From an optimization exercise on the open Yosys and OpenROAD flow, aimed at small area, a short achievable clock period and few clock cycles per item; shortcuts taken in it are not production practice.
In this exercise RTL edits were held to simulation tests only and were not proved equivalent to the original.
Power and IR drop assume default switching activity.

### flow/run.sh
#!/bin/bash
# synth_recipe.tcl (not shown) runs the flow's synth.tcl, then flattens the netlist and writes it again
# the make line also repeats each setting of config.mk as NAME=value (left out here)
make -C /OpenROAD-flow-scripts/flow DESIGN_CONFIG=/design/flow/config.mk WORK_HOME=/design/flow/orfs CLKGATE_MAP_FILE= SYNTH_SCRIPT=/design/flow/synth_recipe.tcl finish
### flow/config.mk
export PLATFORM = sky130hd
export DESIGN_NAME = riscv
export DESIGN_NICKNAME = riscv
export VERILOG_FILES = /design/flow/design.v
export SDC_FILE = /design/flow/constraint.sdc
export NUM_CORES = 4
export LEC_CHECK = 0
export CAP_MARGIN = 20
export CORE_MARGIN = 2
export CORE_UTILIZATION = 40
export SLEW_MARGIN = 20
### flow/constraint.sdc
create_clock -name core_clock -period 5.5 [get_ports {clk}]
set_input_delay 1.1000 -clock core_clock [delete_from_list [all_inputs] [get_ports {clk}]]
set_output_delay 1.1000 -clock core_clock [all_outputs]
set_load 0.01 [all_outputs]
### flow/design.v
`default_nettype none
package riscv_pkg;
   typedef logic [31:0] xlen_t;       
   typedef logic [31:0] inst_t;
   typedef logic [4:0]  reg_addr_t;
   localparam logic [6:0] OPC_OP     = 7'b0110011;
   localparam logic [6:0] OPC_OP_IMM = 7'b0010011;
   localparam logic [6:0] OPC_LUI    = 7'b0110111;
   localparam logic [6:0] OPC_LOAD   = 7'b0000011;
   localparam logic [6:0] OPC_STORE  = 7'b0100011;
   localparam inst_t NOP_INST = 32'h0000_0013;   
   typedef enum logic [2:0] {
      ALU_ADD,
      ALU_SUB,
      ALU_AND,
      ALU_OR,
      ALU_XOR,
      ALU_SLT,
      ALU_PASS_B                      
   } alu_op_e;
   typedef struct packed {
      inst_t inst;
      xlen_t pc;
   } if_id_t;
   typedef struct packed {
      reg_addr_t rs1;
      reg_addr_t rs2;
      xlen_t     rs1_data;
      xlen_t     rs2_data;
      xlen_t     imm;
      reg_addr_t rd;
      alu_op_e   alu_op;
      logic      alu_src_imm;         
      logic      mem_read;
      logic      mem_write;
      logic      reg_write;
   } id_ex_t;
   typedef struct packed {
      xlen_t     alu_result;          
      xlen_t     store_data;
      reg_addr_t rd;
      logic      mem_read;
      logic      mem_write;
      logic      reg_write;
   } ex_mem_t;
   typedef struct packed {
      logic      we;
      reg_addr_t rd;
      xlen_t     data;
   } wb_t;
endpackage
`default_nettype wire
`timescale 1ns/1ps
`default_nettype none
module fetch_stage #(
   parameter riscv_pkg::xlen_t RESET_PC = '0
) (
   input  logic               clk,
   input  logic               arst_n_i,
   input  logic               stall_i,
   input  riscv_pkg::inst_t   inst_i,
   output riscv_pkg::xlen_t   inst_addr_o,
   output logic               inst_ce_o,
   output riscv_pkg::if_id_t  if_id_o
);
   riscv_pkg::xlen_t  pc_q;
   logic   ce_q;
   riscv_pkg::if_id_t if_id_q;
   logic   advance;
   assign advance = ce_q & ~stall_i;   
   always_ff @(posedge clk or negedge arst_n_i) begin
      if (!arst_n_i) begin
         pc_q         <= RESET_PC;
         ce_q         <= 1'b0;
         if_id_q.inst <= riscv_pkg::NOP_INST;
         if_id_q.pc   <= RESET_PC;
      end else begin
         ce_q <= 1'b1;                 
         if (advance) begin
            pc_q         <= pc_q + riscv_pkg::xlen_t'(4);
            if_id_q.inst <= inst_i;    
            if_id_q.pc   <= pc_q;
         end
      end
   end
   assign inst_addr_o = pc_q;
   assign inst_ce_o   = ce_q;
   assign if_id_o     = if_id_q;
endmodule
`default_nettype wire
`timescale 1ns/1ps
`default_nettype none
module decode_stage (
   input  logic                  clk,
   input  logic                  arst_n_i,
   input  riscv_pkg::if_id_t     if_id_i,
   input  riscv_pkg::xlen_t      rs1_data_i,
   input  riscv_pkg::xlen_t      rs2_data_i,
   output riscv_pkg::reg_addr_t  rs1_addr_o,
   output riscv_pkg::reg_addr_t  rs2_addr_o,
   output logic                  stall_o,
   output riscv_pkg::id_ex_t     id_ex_o
);
   riscv_pkg::inst_t      inst;
   logic [6:0] opcode;
   logic [2:0] funct3;
   logic       funct7_b5;
   riscv_pkg::reg_addr_t  rs1;
   riscv_pkg::reg_addr_t  rs2;
   riscv_pkg::xlen_t      imm_i;
   riscv_pkg::xlen_t      imm_s;
   riscv_pkg::xlen_t      imm_u;
   logic       valid;
   logic       load_use;
   riscv_pkg::id_ex_t     dec;
   riscv_pkg::id_ex_t     id_ex_q;
   assign inst      = if_id_i.inst;
   assign opcode    = inst[6:0];
   assign funct3    = inst[14:12];
   assign funct7_b5 = inst[30];      
   assign rs1       = inst[19:15];
   assign rs2       = inst[24:20];
   assign imm_i = {{20{inst[31]}}, inst[31:20]};
   assign imm_s = {{20{inst[31]}}, inst[31:25], inst[11:7]};
   assign imm_u = {inst[31:12], 12'b0};
   always_comb begin
      dec          = '0;
      dec.rs1      = rs1;
      dec.rs2      = rs2;
      dec.rs1_data = rs1_data_i;
      dec.rs2_data = rs2_data_i;
      dec.rd       = inst[11:7];
      valid        = 1'b1;
      case (opcode)
         riscv_pkg::OPC_OP, riscv_pkg::OPC_OP_IMM: begin
            dec.reg_write   = 1'b1;
            dec.alu_src_imm = (opcode == riscv_pkg::OPC_OP_IMM);
            dec.imm         = imm_i;
            case (funct3)
               3'b000: begin
                  if (opcode == riscv_pkg::OPC_OP && funct7_b5)
                     dec.alu_op = riscv_pkg::ALU_SUB;
                  else
                     dec.alu_op = riscv_pkg::ALU_ADD;
               end
               3'b111: dec.alu_op = riscv_pkg::ALU_AND;
               3'b110: dec.alu_op = riscv_pkg::ALU_OR;
               3'b100: dec.alu_op = riscv_pkg::ALU_XOR;
               3'b010: begin
                  dec.alu_op = riscv_pkg::ALU_SLT;
                  valid      = (opcode == riscv_pkg::OPC_OP);   
               end
               default: valid = 1'b0;
            endcase
         end
         riscv_pkg::OPC_LUI: begin
            dec.reg_write   = 1'b1;
            dec.alu_src_imm = 1'b1;
            dec.alu_op      = riscv_pkg::ALU_PASS_B;
            dec.imm         = imm_u;
         end
         riscv_pkg::OPC_LOAD: begin
            dec.reg_write   = 1'b1;
            dec.mem_read    = 1'b1;
            dec.alu_src_imm = 1'b1;
            dec.imm         = imm_i;
            valid           = (funct3 == 3'b010);    
         end
         riscv_pkg::OPC_STORE: begin
            dec.mem_write   = 1'b1;
            dec.alu_src_imm = 1'b1;
            dec.imm         = imm_s;
            valid           = (funct3 == 3'b010);    
         end
         default: valid = 1'b0;
      endcase
      if (!valid)
         dec = '0;                    
   end
   assign load_use = id_ex_q.mem_read && (id_ex_q.rd != '0) &&
                     ((id_ex_q.rd == rs1) || (id_ex_q.rd == rs2));
   always_ff @(posedge clk or negedge arst_n_i) begin
      if (!arst_n_i)
         id_ex_q <= '0;
      else if (load_use)
         id_ex_q <= '0;               
      else
         id_ex_q <= dec;
   end
   assign rs1_addr_o = rs1;
   assign rs2_addr_o = rs2;
   assign stall_o    = load_use;
   assign id_ex_o    = id_ex_q;
endmodule
`default_nettype wire
`timescale 1ns/1ps
`default_nettype none
module reg_file (
   input  logic                  clk,
   input  logic                  arst_n_i,
   input  riscv_pkg::reg_addr_t  rs1_addr_i,
   input  riscv_pkg::reg_addr_t  rs2_addr_i,
   input  riscv_pkg::wb_t        wb_i,
   output riscv_pkg::xlen_t      rs1_data_o,
   output riscv_pkg::xlen_t      rs2_data_o
);
   riscv_pkg::xlen_t regs_q [1:31];             
   function automatic riscv_pkg::xlen_t read_port(input riscv_pkg::reg_addr_t addr);
      riscv_pkg::xlen_t value;
      if (addr == '0)
         value = '0;
      else if (wb_i.we && (wb_i.rd == addr))
         value = wb_i.data;
      else
         value = regs_q[addr];
      read_port = value;
   endfunction
   always_comb rs1_data_o = read_port(rs1_addr_i);
   always_comb rs2_data_o = read_port(rs2_addr_i);
   always_ff @(posedge clk or negedge arst_n_i) begin
      if (!arst_n_i) begin
         for (int i = 1; i < 32; i++)
            regs_q[i] <= '0;
      end else if (wb_i.we && (wb_i.rd != '0)) begin
         regs_q[wb_i.rd] <= wb_i.data;
      end
   end
endmodule
`default_nettype wire
`timescale 1ns/1ps
`default_nettype none
module execute_stage (
   input  logic                clk,
   input  logic                arst_n_i,
   input  riscv_pkg::id_ex_t   id_ex_i,
   input  riscv_pkg::wb_t      wb_i,
   output riscv_pkg::ex_mem_t  ex_mem_o
);
   riscv_pkg::ex_mem_t ex_mem_q;
   riscv_pkg::xlen_t   op_a;
   riscv_pkg::xlen_t   rs2_fwd;
   riscv_pkg::xlen_t   op_b;
   riscv_pkg::xlen_t   alu_result;
   function automatic riscv_pkg::xlen_t forward(
      input riscv_pkg::reg_addr_t rs,
      input riscv_pkg::xlen_t     rf_data,
      input riscv_pkg::ex_mem_t   ex_mem,
      input riscv_pkg::wb_t       wb
   );
      riscv_pkg::xlen_t value;
      value = rf_data;
      if (rs != '0) begin
         if (ex_mem.reg_write && !ex_mem.mem_read && (ex_mem.rd == rs))
            value = ex_mem.alu_result;
         else if (wb.we && (wb.rd == rs))
            value = wb.data;
      end
      forward = value;
   endfunction
   assign op_a    = forward(id_ex_i.rs1, id_ex_i.rs1_data, ex_mem_q, wb_i);
   assign rs2_fwd = forward(id_ex_i.rs2, id_ex_i.rs2_data, ex_mem_q, wb_i);
   assign op_b    = id_ex_i.alu_src_imm ? id_ex_i.imm : rs2_fwd;
   always_comb begin
      case (id_ex_i.alu_op)
         riscv_pkg::ALU_ADD:    alu_result = op_a + op_b;
         riscv_pkg::ALU_SUB:    alu_result = op_a - op_b;
         riscv_pkg::ALU_AND:    alu_result = op_a & op_b;
         riscv_pkg::ALU_OR:     alu_result = op_a | op_b;
         riscv_pkg::ALU_XOR:    alu_result = op_a ^ op_b;
         riscv_pkg::ALU_SLT:    alu_result = {31'b0, $signed(op_a) < $signed(op_b)};
         riscv_pkg::ALU_PASS_B: alu_result = op_b;
         default:    alu_result = '0;
      endcase
   end
   always_ff @(posedge clk or negedge arst_n_i) begin
      if (!arst_n_i) begin
         ex_mem_q <= '0;
      end else begin
         ex_mem_q.alu_result <= alu_result;
         ex_mem_q.store_data <= rs2_fwd;    
         ex_mem_q.rd         <= id_ex_i.rd;
         ex_mem_q.mem_read   <= id_ex_i.mem_read;
         ex_mem_q.mem_write  <= id_ex_i.mem_write;
         ex_mem_q.reg_write  <= id_ex_i.reg_write;
      end
   end
   assign ex_mem_o = ex_mem_q;
endmodule
`default_nettype wire
`timescale 1ns/1ps
`default_nettype none
module mem_wb_stage (
   input  logic                clk,
   input  logic                arst_n_i,
   input  riscv_pkg::ex_mem_t  ex_mem_i,
   input  riscv_pkg::xlen_t    data_i,
   output riscv_pkg::xlen_t    data_addr_o,
   output riscv_pkg::xlen_t    data_o,
   output logic                data_ce_o,
   output logic                data_we_o,
   output riscv_pkg::wb_t      wb_o
);
   riscv_pkg::wb_t   wb_q;
   riscv_pkg::xlen_t result;
   assign data_addr_o = ex_mem_i.alu_result;
   assign data_o      = ex_mem_i.store_data;
   assign data_ce_o   = ex_mem_i.mem_read | ex_mem_i.mem_write;
   assign data_we_o   = ex_mem_i.mem_write;
   assign result = ex_mem_i.mem_read ? data_i : ex_mem_i.alu_result;
   always_ff @(posedge clk or negedge arst_n_i) begin
      if (!arst_n_i) begin
         wb_q <= '0;
      end else begin
         wb_q.we   <= ex_mem_i.reg_write;
         wb_q.rd   <= ex_mem_i.rd;
         wb_q.data <= result;
      end
   end
   assign wb_o = wb_q;
endmodule
`default_nettype wire
`timescale 1ns/1ps
`default_nettype none
module riscv #(
   parameter riscv_pkg::xlen_t RESET_PC = '0
) (
   input  logic               clk,
   input  logic               arst_n_i,
   input  riscv_pkg::inst_t   inst_i,
   output riscv_pkg::xlen_t   inst_addr_o,
   output logic               inst_ce_o,
   input  riscv_pkg::xlen_t   data_i,
   output riscv_pkg::xlen_t   data_addr_o,
   output riscv_pkg::xlen_t   data_o,
   output logic               data_ce_o,
   output logic               data_we_o
);
   logic      stall;
   riscv_pkg::reg_addr_t rs1_addr;
   riscv_pkg::reg_addr_t rs2_addr;
   riscv_pkg::xlen_t     rs1_data;
   riscv_pkg::xlen_t     rs2_data;
   riscv_pkg::if_id_t    if_id;
   riscv_pkg::id_ex_t    id_ex;
   riscv_pkg::ex_mem_t   ex_mem;
   riscv_pkg::wb_t       wb;
   fetch_stage #(
      .RESET_PC (RESET_PC)
   ) i_fetch_stage (
      .clk         (clk),
      .arst_n_i    (arst_n_i),
      .stall_i     (stall),
      .inst_i      (inst_i),
      .inst_addr_o (inst_addr_o),
      .inst_ce_o   (inst_ce_o),
      .if_id_o     (if_id)
   );
   decode_stage i_decode_stage (
      .clk        (clk),
      .arst_n_i   (arst_n_i),
      .if_id_i    (if_id),
      .rs1_data_i (rs1_data),
      .rs2_data_i (rs2_data),
      .rs1_addr_o (rs1_addr),
      .rs2_addr_o (rs2_addr),
      .stall_o    (stall),
      .id_ex_o    (id_ex)
   );
   reg_file i_reg_file (
      .clk        (clk),
      .arst_n_i   (arst_n_i),
      .rs1_addr_i (rs1_addr),
      .rs2_addr_i (rs2_addr),
      .wb_i       (wb),           
      .rs1_data_o (rs1_data),
      .rs2_data_o (rs2_data)
   );
   execute_stage i_execute_stage (
      .clk      (clk),
      .arst_n_i (arst_n_i),
      .id_ex_i  (id_ex),
      .wb_i     (wb),             
      .ex_mem_o (ex_mem)
   );
   mem_wb_stage i_mem_wb_stage (
      .clk         (clk),
      .arst_n_i    (arst_n_i),
      .ex_mem_i    (ex_mem),
      .data_i      (data_i),
      .data_addr_o (data_addr_o),
      .data_o      (data_o),
      .data_ce_o   (data_ce_o),
      .data_we_o   (data_we_o),
      .wb_o        (wb)
   );
endmodule
`default_nettype wire
==> summary.txt <==
Outcome
  • Status: timing/DRC/antenna clean

Power
  • Reg power frac: 0.452
  • Total power draw: 21.26 mW
  • Gate power share: 0.070
  • Switching Fraction: 0.2577
  • Cell area power density: 278.1 mW/mm2
  • Max IR drop VDD: 0.3365 mV
  • Psw: 5.480 mW
  • Cell internal pwr: 15.78 mW
  • Cell leakage power: 35.02 nW
  • Clock share of power: 0.478

Routing
  • DR vias: 57820
  • Drt drc: 0
  • WL/cell: 38.92 um
  • DRT antenna net count: 0
  • Pre-antenna DRT Iters: 12
  • Drt initial violations: 10310
  • Total wire length: 317700 um
  • Vias per inst: 7.083

Setup path
  • Slowest cell on crit path: o21ai_1
  • Top cell by count, worst path: buf_4
  • Crit-path max FO: 34
  • CP Class: reg2reg
  • CP Cell Sequence: xor2_1 -> nor4_1 -> nand3_1 -> buf_4 -> nand2b_1 -> buf_4 -> buf_4 -> o22a_1 -> o22a_1 -> ha_1 -> a21oi_1 -> o211ai_1 -> o21ai_1 -> nor4_1 -> o41a_1 -> nand4_1 -> o21ai_0 -> mux2_1 -> o22ai_1
  • Worst Setup Start Kind: flip-flop
  • FF-to-FF Start: i_execute_stage.ex_mem_q[5]
  • Worst path max stage delay: 560 ps
  • R2R Setup Slk: 240 ps
  • CP Launch Point: i_execute_stage.ex_mem_q[5]
  • Crit end category: flip-flop
  • Required time of the worst setup path: 6210 ps
  • Crit path arrival time: 5970 ps

Global route
  • Global-route wire length before repair: 440900 um
  • GRT Total Usage: 0.3684
  • Largest net degree at the start of global routing: 138
  • Vias in the first global route: 56020
  • Overflow after GRT: 0
  • Antenna violations before repair: 10

Min path
  • Hold crit path type: in2async

Yosys
  • Most common cell in the netlist: dfrtp_1
  • Synth Cell Area: 0.06616 mm2
  • Synth top area cells: dfrtp_1, mux2_2, a221oi_1
  • Ys flop type: dfrtp_1
  • Ys Warns: 6
  • Synth top cells by count: dfrtp_1, mux2_2, clkbuf_1, a221oi_1, nor2_1
  • Post-synth ARST share: 1.000
  • Number of synthesized flops with an enable pin: 0
  • Largest area contributor in the netlist: dfrtp_1
  • Synth top area share: 0.4841
  • #FFs+latches synth: 1283
  • Distinct cells, synth: 96
  • Synthesized area per cell: 11.33 um2
  • Post-Synthesis Cells: 5837
  • Register area share after synthesis: 0.4853

CTS
  • CTS tree: yes
  • Max clock buf depth: 3
  • CTS H-tree lvls: 4
  • Clock tree root driver cell: clkbuf_16
  • Hold Buf Count CTS: 0
  • CTS buffer count: 144
  • CTS sink cnt: 1283
  • Clock transition at path regs: 60 ps
  • Clk Latency, worst-skew pair: 840 ps

Timing
  • Max_slew headroom: 0.09467
  • Fin. max-slew vios: 0
  • Period utilization: 0.9556
  • Setup violations, final: 0
  • Clock skew: 43.42 ps
  • Setup ws final: 244.2 ps
  • Fmax: 190.3 MHz
  • Final Hold Viols: 0
  • Slew @ Worst Pin: 1348 ps
  • Post-layout min period: 5256 ps

Floorplanning
  • Die Wd: 410.7 um
  • Io pins: 165
  • Initial Utilization: 0.4019
  • Total Die Area: 0.1687 mm2
  • Area of the core: 0.1646 mm2
  • Cell Rows: 149
  • Die height: 410.7 um

Finish
  • Area growth syn-to-layout: 15.56%
  • Register area: 0.03212 mm2
  • Fillcell total: 14910
  • Nets: 6032
  • Final Cell Area: 0.07646 mm2
  • Share of layout cells above drive strength 1: 0.2875
  • Non-filler instance count after layout: 8164
  • Multi-input logic area: 0.03177 mm2

Placement
  • DP Wirelength: 191800 um
  • Area after DPL: 0.07136 mm2
  • Place WS: 271.9 ps
  • PortBufs: 162
  • Routability Congestion: 0.9822
  • Post-Place Cells: 7887

Run
  • Max-Cap Viols: 0
[final cells by class]
type	count	area share
Clock buffer	210	0.05544
Antenna cell	9	0.0002946
Sequential cell	1283	0.4201
Clock inverter	52	0.008722
Timing Repair Buffer	465	0.05901
Tap cell	2189	0.03582
Inverter	103	0.005057
Multi-Input combinational cell	3853	0.4156
[layout by cell type (no fill, tap or decap), types with 21 or more instances in the layout]
master and n:
a21o_1 29, a21oi_1 193, a221oi_1 312, a222oi_1 64, a22o_1 287, a22oi_1 275
and2_1 24, buf_12 43, buf_4 257, clkbuf_1 34, clkbuf_16 150, clkbuf_8 26
clkdlybuf4s50_1 161, dfrtp_1 1272, ha_1 114, inv_1 99, mux2_2 1023, mux2i_1 34
nand2_1 269, nand2b_1 21, nand3_1 69, nand4_1 155, nor2_1 229, nor2_4 71
nor2b_1 23, nor3_1 86, o21ai_0 63, o21ai_1 39, o22a_1 64, o22ai_1 41
xnor2_1 55, xor2_1 30
[cell families after synthesis]
group,after synthesis,share of synthesized area
AOI/OAI and AO/OA,1524,0.1786
xor gates and xnor gates,85,0.01125
adders and majority gates,116,0.02216
buffers and inverters,702,0.04524
DFF,1283,0.4853
muxes,1068,0.1813
other,2,0.0001135
and+or+nand+nor,1057,0.07606
[power by group through the flow]
| stage | Sequential, mW | Clock [mW] | Combinational, mW |
|---|---|---|---|
| 6_report | 9.62 | 10.2 | 1.49 |
| 3_3_place_gp | 9.79 | 0 | 1.39 |
| 3_5_place_dp | 9.79 | 0 | 1.39 |
| 5_1_grt | 9.62 | 10.6 | 1.51 |
| 2_1_floorplan | 9.73 | 0 | 0.534 |
| 4_1_cts | 9.62 | 10.2 | 1.40 |
[worst paths after layout]
path | end | depth (start not counted)
max in group asynchronous | i_reg_file.regs_q[16][9] | 2
min in group core_clock | i_execute_stage.ex_mem_q[1] | 0
worst max-delay path | i_execute_stage.ex_mem_q[71] | 19
worst min-delay path | i_reg_file.regs_q[21][12] | 1
worst max register to register | i_execute_stage.ex_mem_q[71] | 19
worst min register to register | i_execute_stage.ex_mem_q[1] | 0
[critical path: cells and delay by family, from the launching register on]
kind,cells,cell delay (ps)
flip-flops,1,420
multiplexers,1,330
buffers and inverters,3,890
AND/OR/NAND/NOR,5,900
XOR/XNOR,1,170
AO/OA/AOI/OAI,8,2120
adder cells (fa/ha/maj),1,320
[routing by layer]
layer / track usage / share of wire / vias to the layer above
met2: 0.5296 / 0.41 / 4968
met1: 0.4506 / 0.36 / 29030
met3: 0.1552 / 0.14 / 1676
met4: 0.2420 / 0.083 / 14
li1: - / - / 22140
met5: 0.003957 / 0.00044 / -
[through the flow]
step	utilization	hold WS (ps)	setup TNS (ps)
after CTS	0.4633	359.4	0
after global routing	0.4643	363.3	-1.231
after floorplan	-	331.2	0
after detailed placement	0.4335	343.4	0
final	0.4645	315.8	0
after global placement	0.4334	341.6	0
[flip-flops by register name, indices dropped and copies added (netlist names)]
signal,count
i_execute_stage.ex_mem_q,72
i_mem_wb_stage.wb_q,38
i_reg_file.regs_q,992
i_fetch_stage.if_id_q,32
i_decode_stage.id_ex_q,118
i_fetch_stage.pc_q,30
i_fetch_stage.ce_q,1
[repair_timing]
action | in CTS | in global routing
setup buffers | 0 | 1
endpoints found under the setup margin | 0 | 7
gates resized for setup | 0 | 7
Testbench counts, summed over its fixed seeds: cycles 21,046, insts 20,192.

==> afterwards: timing with drivers on the ports <==
The results above use ideal ports. As a check the final layout listed here was re-extracted and re-timed, cells and wires unchanged. Step 1 (the two cells are an assumption about what drives the block):
set clk [get_ports {clk}]
set_driving_cell -lib_cell sky130_fd_sc_hd__clkbuf_16 $clk
set_driving_cell -lib_cell sky130_fd_sc_hd__buf_2 [delete_from_list [all_inputs] $clk]
Step 2 also shifts input and output timing later by t, the mid clock arrival at the registers, as if the neighbouring blocks saw the same clock. a / b / c = ideal ports / drivers / drivers and shift; a / b = the first two.
t (ns): 0.904
slack for setup (ns): 0.244 / 0.244 / 0.244
hold WS [ns]: 0.316 / 0.318 / 0.358
worst register clock-pin slew, ns: 0.07 / 0.07
After both steps this run still meets setup and hold. For this run, drivers alone change the setup slack by 0.000 ns; drivers and shift together by 0.000 ns.
